Context: an optimization exercise on an open-source flow, tuned for small area. The choices shown serve that exercise and are no tape-out recipe. In this exercise RTL edits were held to simulation tests only and were not proved equivalent to the original. No activity file was given, so power comes from the tool's default toggle rates.

==> design.v <==
`default_nettype none
module mat_vec_loader #(
  parameter int DATA_WIDTH = 8,
  parameter int ADDR_WIDTH = 32
) (
  input  logic                      clk,
  input  logic                      rst,
  input  logic                      start,
  input  logic [ADDR_WIDTH-1:0]     base_addr,
  output logic                      busy,
  output logic                      done,
  output logic [24*DATA_WIDTH-1:0]  result,           
  output logic [ADDR_WIDTH-1:0]     mem_address,
  output logic                      mem_read,
  input  logic                      mem_waitrequest,
  input  logic [8*DATA_WIDTH-1:0]   mem_readdata,
  input  logic                      mem_readdatavalid,
  output logic                      mvm_clr,
  output logic                      mvm_a_wren,
  output logic [8*DATA_WIDTH-1:0]   mvm_a_fifo_in,    
  output logic                      mvm_b_wren,
  output logic [DATA_WIDTH-1:0]     mvm_b_fifo_in,
  input  logic                      mvm_done,
  input  logic [24*DATA_WIDTH-1:0]  mvm_out           
);
  localparam int WORD_W = 8 * DATA_WIDTH;
  localparam int RES_W  = 3 * DATA_WIDTH;
  logic                  req_q, wait_q, wd_q, cap_q;
  logic [7:0]            sel_q;
  logic                  clr_q;
  logic                  done_prev_q;
  logic [3:0]            k_q;                 
  logic [ADDR_WIDTH-1:0] base_q;
  logic [WORD_W-1:0]     rows_q [7:0];
  logic [WORD_W-1:0]     bvec_q;
  logic [RES_W-1:0]      result_q [7:0];
  logic push, idle, accept, got, last, edge_seen;
  assign push      = |sel_q;
  assign idle      = ~(req_q | wait_q | push | wd_q | cap_q);
  assign accept    = idle & start;
  assign got       = wait_q & mem_readdatavalid;
  assign last      = k_q[3];
  assign edge_seen = wd_q & mvm_done & ~done_prev_q;
  always_ff @(posedge clk) begin
    if (rst) begin
      req_q  <= 1'b0;
      wait_q <= 1'b0;
      sel_q  <= '0;
      wd_q   <= 1'b0;
      cap_q  <= 1'b0;
      clr_q  <= 1'b0;
    end else begin
      req_q  <= accept | (got & ~last) | (req_q & mem_waitrequest);
      wait_q <= (req_q & ~mem_waitrequest) | (wait_q & ~mem_readdatavalid);
      sel_q  <= {sel_q[6:0], got & last};
      wd_q   <= sel_q[7] | (wd_q & ~edge_seen);
      cap_q  <= edge_seen;
      clr_q  <= accept;
    end
  end
  logic base_ld, base_hold;
  assign base_ld   = accept & ~rst;
  assign base_hold = ~accept & ~rst;
  always_ff @(posedge clk) begin
    base_q <= (base_addr & {ADDR_WIDTH{base_ld}}) | (base_q & {ADDR_WIDTH{base_hold}});
    if (accept | wd_q) begin
      done_prev_q <= mvm_done;
    end
    if (accept) begin
      k_q <= 4'd0;
    end else if (got) begin
      k_q <= k_q + 4'd1;
    end
  end
  logic [8:0] wr_ld, wr_hold;
  always_comb begin
    for (int r = 0; r < 8; r++) begin
      wr_ld[r] = got & ~last & (k_q[2:0] == 3'(r)) & ~rst;
      wr_hold[r] = ~(got & ~last & (k_q[2:0] == 3'(r))) & ~rst;
    end
    wr_ld[8]   = got & last & ~rst;
    wr_hold[8] = ~(got & last) & ~rst;
  end
  always_ff @(posedge clk) begin
    for (int r = 0; r < 8; r++) begin
      rows_q[r] <= (mem_readdata & {WORD_W{wr_ld[r]}}) | (rows_q[r] & {WORD_W{wr_hold[r]}});
    end
    bvec_q <= (mem_readdata & {WORD_W{wr_ld[8]}}) | (bvec_q & {WORD_W{wr_hold[8]}});
  end
  logic res_ld, res_hold;
  assign res_ld   = edge_seen & ~rst;
  assign res_hold = ~edge_seen & ~rst;
  always_ff @(posedge clk) begin
    for (int i = 0; i < 8; i++) begin
      result_q[i] <= (mvm_out[i*RES_W +: RES_W] & {RES_W{res_ld}}) |
                     (result_q[i] & {RES_W{res_hold}});
    end
  end
  logic [ADDR_WIDTH-1:0] addr;
  logic [4:0]            lo;
  logic [ADDR_WIDTH-4:0] grp;                 
  logic [ADDR_WIDTH-1:4] cy;
  assign lo = {1'b0, base_q[3:0]} + {1'b0, k_q};
  always_comb begin
    grp[0] = lo[4];
    for (int g = 1; g <= (ADDR_WIDTH-4)/4; g++) begin
      grp[g] = grp[g-1] & (&base_q[4*g +: 4]);
    end
    for (int b = 4; b < ADDR_WIDTH; b++) begin
      cy[b] = grp[(b-4)/4];
      for (int p = 4*((b-4)/4) + 4; p < b; p++) begin
        cy[b] = cy[b] & base_q[p];
      end
    end
    addr[3:0] = lo[3:0];
    for (int b = 4; b < ADDR_WIDTH; b++) begin
      addr[b] = base_q[b] ^ cy[b];
    end
  end
  logic [7:0] sel;
  assign sel = sel_q;
  always_comb begin
    mvm_b_fifo_in = '0;
    mvm_a_fifo_in = '0;
    for (int n = 0; n < 8; n++) begin
      mvm_b_fifo_in = mvm_b_fifo_in | (bvec_q[n*DATA_WIDTH +: DATA_WIDTH] & {DATA_WIDTH{sel[n]}});
      for (int i = 0; i < 8; i++) begin
        mvm_a_fifo_in[i*DATA_WIDTH +: DATA_WIDTH] = mvm_a_fifo_in[i*DATA_WIDTH +: DATA_WIDTH] |
          (rows_q[i][n*DATA_WIDTH +: DATA_WIDTH] & {DATA_WIDTH{sel[n]}});
      end
    end
  end
  assign busy        = req_q | wait_q | push | wd_q;
  assign done        = cap_q;
  assign mem_read    = req_q;
  assign mem_address = addr & {ADDR_WIDTH{req_q}};
  assign mvm_clr     = clr_q;
  assign mvm_a_wren  = push;
  assign mvm_b_wren  = push;
  for (genvar g = 0; g < 8; g++) begin : g_flat
    assign result[g*RES_W +: RES_W] = result_q[g];
  end
endmodule
`default_nettype wire
==> flow/run.sh <==
#!/bin/bash
# Standard ORFS layout (standard synthesis unchanged) with two changes:
#  - port buffers are the smallest buffer, sky130_fd_sc_hd__buf_1 (every port still buffered);
#  - clock tree built from clkbuf_4 with larger sink clusters and no dummy loads.
set -euo pipefail
export BUFFER_PORTS_ARGS="-buffer_cell sky130_fd_sc_hd__buf_1"
export CTS_ARGS="-sink_clustering_enable -repair_clock_nets -dont_use_dummy_load -buf_list sky130_fd_sc_hd__clkbuf_4 -sink_clustering_size 10 -sink_clustering_max_diameter 50"
bash standard.sh > standard_flow.log 2>&1
==> standard.sh <==
#!/bin/bash
# synth_recipe.tcl (not shown) runs the flow's synth.tcl, then flattens the netlist and writes it again
# the make line also repeats each setting of config.mk as NAME=value (left out here)
make -C /OpenROAD-flow-scripts/flow DESIGN_CONFIG=/design/flow/config.mk WORK_HOME=/design/flow/orfs CLKGATE_MAP_FILE= SYNTH_SCRIPT=/design/flow/synth_recipe.tcl "${@:-finish}"
==> config.mk <==
export PLATFORM = sky130hd
export DESIGN_NAME = mat_vec_loader
export DESIGN_NICKNAME = mat_vec_loader
export VERILOG_FILES = /design/flow/design.v
export SDC_FILE = /design/flow/constraint.sdc
export NUM_CORES = 4
export LEC_CHECK = 0
export CAP_MARGIN = 20
export CORE_MARGIN = 2
export CORE_UTILIZATION = 70
export SLEW_MARGIN = 20
==> constraint.sdc <==
create_clock -name core_clock -period 5.0 [get_ports {clk}]
set_input_delay 1.0000 -clock core_clock [delete_from_list [all_inputs] [get_ports {clk}]]
set_output_delay 1.0000 -clock core_clock [all_outputs]
set_load 0.01 [all_outputs]
==> results of run 1 <==
## flip-flops by register name, indices dropped and copies added, names as in the netlist
register	cells
rows_q	512
result_q	192
bvec_q	64
base_q	32
sel_q	8
k_q	4
cap_q	1
clr_q	1
done_prev_q	1
req_q	1
wait_q	1
wd_q	1
## where the power goes
group | total, mW | switching [mW] | leakage (nW) | internal [mW]
clock | 2.90 | 2.05 | 0.423 | 0.845
combinational | 0.486 | 0.366 | 4.75 | 0.120
sequential | 6.58 | 0.0341 | 6.60 | 6.55
## critical path, cell delays in order (launching register included)
cell and delay [ns]:
dfxtp_1 0.43, ha_1 0.20, inv_1 0.05, fa_1 0.38
nor2b_1 0.18, o21ai_1 0.08, buf_4 0.17, a2111oi_1 0.48
ha_1 0.24, ha_1 0.14, ha_1 0.15, xor2_1 0.12
and2_1 0.13, buf_1 0.15
## per-stage QoR
| stage | worst slack [ns] | hold WS, ns | util, % |
|---|---|---|---|
| after CTS | 0.1776 | 0.2987 | 78.70 |
| after floorplan | 1.577 | 0.4431 | - |
| after global routing | 0.004068 | 0.3279 | 78.81 |
| final | 0.2668 | 0.3278 | 78.84 |
| after global placement | 1.114 | 0.4562 | 76.82 |
| after detailed placement | 1.082 | 0.4549 | 76.97 |
## worst max path at each step
stage                     startpoint         endpoint  slack, ns  depth (start not counted)
after floorplan               k_q[0]  mem_address[31]       1.58                         11
after global placement        k_q[0]  mem_address[31]       1.11                         13
after detailed placement      k_q[0]  mem_address[31]       1.08                         13
after CTS                     k_q[0]  mem_address[31]       0.18                         13
after global routing          k_q[0]  mem_address[31]      0.004                         13
final                         k_q[0]  mem_address[31]       0.27                         13
## cell usage in the layout (no fill, tap or decap), types with 4 or more instances in the layout
master / n
a21oi_4: 8
and2_1: 29
a21oi_1: 8
nand2_1: 5
ha_1: 31
buf_1: 594
and3_2: 5
buf_12: 4
dfxtp_2: 8
nand4_1: 76
nand2b_1: 5
clkbuf_4: 92
diode_2: 21
a22oi_1: 288
dfxtp_1: 809
a22o_1: 800
buf_4: 34
inv_1: 8
xor2_1: 7
nor2b_1: 10
## cells by family after synthesis
kind of cell,Yosys count,share of synthesized area (%)
AOI/OAI and AO/OA,1117,32.88
xor gates and xnor gates,8,0.2466
adders and majority gates,32,1.435
buffers and inverters,311,4.156
DFF,818,57.66
muxes,1,0.03522
and+or+nand+nor,159,3.588
## routing by layer
metal | vias to the layer above | wire, um | GRT usage, % | share of wire (%)
li1 | 10430 | - | - | -
met1 | 12097 | 37480 | 60.60 | 34
met2 | 2190 | 45010 | 69.08 | 40
met3 | 470 | 17400 | 22.87 | 16
met4 | 14 | 11640 | 46.74 | 10
met5 | - | 246 | 2.738 | 0.22
## layout make-up
type,instances,area (um2),share of cell area [%]
sequential,818,16400,52.10
multi-input combinational,1317,11010,34.98
timing repair buffer,636,2636,8.377
clock buffer,92,690.7,2.195
tap,525,656.9,2.087
antenna,21,52.55,0.1670
inverter,8,30.03,0.09542
==> run_results.csv, run 1 <==
group,metric,value,unit
critical_path,startpoint_type,"flip-flop",
die,die-height,205.5,um
place,placed_cell_area,0.03072,mm2
clock_network,hold_buffers,0,
die,initial_core_util,71.20,%
detailed_routing,routedWlPerCell,32.71,um
yosys,synth_edf_count,1,
yosys,synth_most_common_cell,"dfxtp_1",
grt,grt_overflow_total,0,
min_path,hold_depth,2,
yosys,yosysWarnings,3,
place,place.gp.congestion,1.101,
die,die_area,0.04223,mm2
grt,grt_use_total,51.29,%
sta,worst_pin_slew,1.198,ns
die,fp.dieW,205.5,um
power,power_density,316.7,mW/mm2
clock_network,cts_made_buffers,92,
critical_path,rr_worst_depth,3,
place,numPortBuffers,595,
critical_path,reg2reg_slack,2.22,ns
clock_network,cts_tree,"done",
run_status,outcome,"no timing/DRC/antenna violations",
yosys,synth_top_area_share,57.55,%
critical_path,timing.rr.end,"done_prev_q",
sta,tns,0,ns
die,io_pins,596,
detailed_routing,dr.pass1.iters,6,
yosys,synth_seq_cells,818,
grt,antenna_found_initial,27,
min_path,worstHoldStart,"mvm_out[168]",
min_path,worstHoldEndpoint,"result_q[7][0]",
yosys,avgSynthCellArea,11.62,um2
detailed_routing,wl,111800,um
power,vdd_ir_drop_max,233.8,uV
yosys,synth_area_leaders,"dfxtp_1 58%, a22o_1 25%, a22oi_1 7.6%",
yosys,synth_common_cells,"817 x dfxtp_1, 800 x a22o_1, 288 x a22oi_1",
sta,period_minus_slack,4.733,ns
sta,max_freq,211.3,MHz
sta,fin_worst_skew,0.08132,ns
cells_and_area,final_area,0.03147,mm2
yosys,ys_types,44,
clock_network,h-tree-depth,3,
grt,grt_pass1_vias,23214,
sta,setup_viol,0,
power,finalPower,9.967,mW
detailed_routing,antenna_left,0,
power,p_leak,11.77,nW
cells_and_area,nNetsFinal,3199,
sta,min_period_over_period,94.66,%
clock_network,clk_pin_slew,0.12,ns
clock_network,post-cts-setup-buffers,0,
yosys,yosysTopAreaCell,"dfxtp_1",
sta,drv_slew,0,
yosys,syn_inst,2446,
clock_network,clk_latency,0.88,ns
cells_and_area,drive_gt1_share,5.921,%
yosys,async_reset_ff_share,0,%
critical_path,crit_type,"reg2out",
clock_network,cts_resized,0,
cells_and_area,area_growth,10.73,%
yosys,synth_ff_type,"dfxtp_1",
die,core.rowCount,73,
clock_network,cts.sinks,818,
grt,grt_max_degree,194,
critical_path,end_kind,"output pin",
critical_path,critical_path_required,4.00,ns
critical_path,r2r-start,"sel_q[6]",
place,dp_hpwl,74230,um
place,place_inst,3304,
min_path,hold_class,"in2reg",
sta,final_hold_viol_count,0,
critical_path,critPathArrivalTime,3.73,ns
detailed_routing,routed_via_density,7.375,
detailed_routing,num_vias,25201,
job,max_cap_viol_count,0,
clock_network,cts_max_path_buffers,3,
yosys,syn-num-nets,2772,
cells_and_area,n_fill_cell,2681,
detailed_routing,drc_errors,0,
grt,grt_pass1_wl,156800,um
sta,relSlewSlack,20.11,%
yosys,seq_area_frac_synth,57.66,%
die,design.core.area,0.03991,mm2
sta,rsz0062_at_grt,"no",
critical_path,path_max_fanout,7,
detailed_routing,drt-initial-drc-count,3834,
clock_network,clockRootBuffer,"clkbuf_4",
cells_and_area,fin_cells,3417,
yosys,syn_area,0.02842,mm2
==> run 2: changes to the inputs <==
--- a/config.mk
+++ b/config.mk
@@ -7,5 +7,5 @@
 export LEC_CHECK = 0
 export CAP_MARGIN = 20
 export CORE_MARGIN = 2
-export CORE_UTILIZATION = 70
+export CORE_UTILIZATION = 80
 export SLEW_MARGIN = 20
==> run_results.csv, run 2 <==
group,metric,value,unit
detailed_routing,drc_errors,0,
yosys,async_reset_ff_share,0,%
critical_path,critical_path_required,4.00,ns
clock_network,post-cts-setup-buffers,0,
yosys,synth_edf_count,1,
critical_path,cp_cell_sequence,"ha_1 > inv_1 > fa_1 > nor2b_1 > o21ai_1 > a2111oi_2 > ha_1 > ha_1 > ha_1 > xor2_1 > and2_1 > buf_1",
cells_and_area,drive_gt1_share,5.759,%
clock_network,cts_tree,"done",
critical_path,startpoint_type,"flip-flop",
clock_network,clk_pin_slew,0.11,ns
sta,worst_pin_slew,1.178,ns
die,core.rowCount,69,
yosys,synth_top_area_share,57.55,%
grt,grt_pass1_wl,165300,um
detailed_routing,routed_via_density,7.845,
cells_and_area,multi_input_area,0.01101,mm2
cells_and_area,mostFrequentLayoutCells,"809 x dfxtp_1, 800 x a22o_1, 594 x buf_1",
sta,setup_viol,0,
yosys,syn_area,0.02842,mm2
critical_path,end_kind,"output pin",
yosys,syn-num-nets,2772,
yosys,syn_inst,2446,
power,p_leak,11.74,nW
yosys,seq_area_frac_synth,57.66,%
critical_path,path_max_fanout,7,
cells_and_area,nNetsFinal,3193,
die,fp.dieW,192.5,um
clock_network,clockRootBuffer,"clkbuf_4",
clock_network,cts_max_path_buffers,3,
grt,grt_max_degree,194,
yosys,yosysWarnings,3,
power,finalPower,9.928,mW
place,place.gp.congestion,1.063,
die,die_area,0.03705,mm2
die,initial_core_util,80.49,%
yosys,synth_ff_type,"dfxtp_1",
sta,period_minus_slack,4.744,ns
yosys,synth_most_common_cell,"dfxtp_1",
run_status,outcome,"no timing/DRC/antenna violations",
yosys,synth_seq_cells,818,
grt,grt_overflow_total,0,
min_path,hold_class,"in2reg",
clock_network,clk_latency,0.88,ns
cells_and_area,area_growth,10.33,%
grt,grt_use_total,61.22,%
cells_and_area,n_fill_cell,1668,
sta,drv_slew,0,
power,vdd_ir_drop_max,274.7,uV
cells_and_area,regMostFlops,"rows_q",
clock_network,cts.sinks,818,
grt,antenna_found_initial,25,
sta,relSlewSlack,21.44,%
critical_path,critPathSlowestCell,"dfxtp_1",
clock_network,h-tree-depth,3,
yosys,avgSynthCellArea,11.62,um2
sta,max_freq,210.8,MHz
die,die-height,192.5,um
critical_path,cpPeakStageDelay,0.45,ns
critical_path,crit_type,"reg2out",
sta,final_hold_viol_count,0,
die,design.core.area,0.03531,mm2
detailed_routing,drt-initial-drc-count,4792,
detailed_routing,num_vias,26311,
clock_network,cts_made_buffers,91,
grt,grt_pass1_vias,24246,
sta,min_period_over_period,94.89,%
detailed_routing,dr.pass1.iters,10,
place,dp_hpwl,74660,um
job,max_cap_viol_count,0,
detailed_routing,wl,114700,um
sta,tns,0,ns
yosys,yosysTopAreaCell,"dfxtp_1",
power,power_density,316.6,mW/mm2
critical_path,cp_common_cell,"ha_1",
detailed_routing,routedWlPerCell,34.20,um
yosys,synth_common_cells,"817 x dfxtp_1, 800 x a22o_1, 288 x a22oi_1",
cells_and_area,largest_reg_flops,512,
cells_and_area,layout_commonest_cell,"dfxtp_1",
sta,rsz0062_at_grt,"no",
cells_and_area,reg_top3,"rows_q x512, result_q x192, bvec_q x64",
sta,fin_worst_skew,0.05413,ns
detailed_routing,antenna_left,0,
cells_and_area,regArea,0.01640,mm2
yosys,ys_types,44,
critical_path,critPathArrivalTime,3.74,ns
die,io_pins,596,
place,numPortBuffers,595,
yosys,synth_area_leaders,"dfxtp_1 58%, a22o_1 25%, a22oi_1 7.6%",
critical_path,reg2reg_slack,2.32,ns
## run 2: cell counts after synthesis
Identical to the previous run, type by type.
## run 2: stage by stage
step,hold WS [ns],util [%],cell area (um2),cells,setup WS (ns)
finish,0.3123,88.80,31360,3354,0.2555
global route,0.3179,88.67,31310,3335,0.001447
CTS,0.3135,88.49,31250,3325,0.2183
detailed placement,0.4553,86.56,30560,3234,1.116
global placement,0.4561,86.56,30560,3234,1.279
floorplan,0.4431,-,28420,2446,1.577
## run 2: worst max-delay path, delay by kind of cell (launching register included)
kind                       cells  cell delay, ns
AOI/OAI and AO/OA              2            0.65
DFF                            1            0.45
adders and majority gates      5            1.15
xor gates and xnor gates       1            0.13
buffers and inverters          2            0.21
and+or+nand+nor                2            0.29
## run 2: cell families (layout without fill, tap and decap cells)
family | after synthesis | count (layout) | synth area share (%)
other | 0 | 28 | 0
AND/OR/NAND/NOR | 159 | 159 | 3.588
buffers and inverters | 311 | 730 | 4.156
adder cells (fa/ha/maj) | 32 | 32 | 1.435
flip-flops | 818 | 818 | 57.66
multiplexers | 1 | 1 | 0.03522
AO/OA/AOI/OAI | 1117 | 1117 | 32.88
XOR/XNOR | 8 | 8 | 0.2466
## run 2: timing repair
action,CTS,global route
gates resized for setup,0,2
hold buffers,0,0
setup endpoints to repair,0,1
## run 2: routing by layer
layer | wire [um] | up-vias | global-route usage, %
li1 | - | 10434 | -
met1 | 34230 | 12286 | 65.94
met2 | 45990 | 2720 | 83.18
met3 | 19180 | 855 | 34.88
met4 | 15160 | 16 | 58.28
met5 | 136 | - | 2.198
## run 2: power breakdown
part | switching (mW) | leakage [nW] | internal (mW)
sequential | 0.0361 | 6.60 | 6.55
combinational | 0.362 | 4.72 | 0.118
clock | 2.03 | 0.419 | 0.837
## run 2: worst paths after layout
path,startpoint,endpoint,depth (start not counted)
max,k_q[0],mem_address[31],12
min,mvm_out[177],result_q[7][9],2
max reg2reg,sel_q[2],done_prev_q,3
min reg2reg,rows_q[5][36],rows_q[5][36],1
## run 2: cell type report
cell class	count	share of cell area [%]
sequential	818	52.29
multi-input combinational	1317	35.12
timing repair buffer	631	8.252
clock buffer	91	2.179
tap	461	1.840
antenna	28	0.2235
inverter	8	0.09577

-- static timing again, ports no longer ideal --
No port has a modelled driver above. Below, the same layouts with a new extraction and two added sets of constraints. Step 1 sets driving cells, clkbuf_16 on the clock port and buf_2 on the other inputs (assumed; they add their load-dependent delay and slew). Step 2 times the ports against the registers' clock, not the clock port: input delays grow and output delays shrink by t, the midpoint of the rising clock arrivals with the driver on. a / b / c = ideal / step 1 / step 2; a / b = the first two.
run | t (ns) | slack for setup (ns) | clock arrival spread, ns | worst slew at a driven data input, ns | cell pins on the clock port's net
run 1 | 0.893 | 0.267 / 0.210 / 1.104 | 0.087 / 0.087 | 0.25 | 1
run 2 | 0.921 | 0.256 / 0.196 / 1.117 | 0.077 / 0.078 | 0.22 | 1
After both steps every run listed still meets setup and hold.
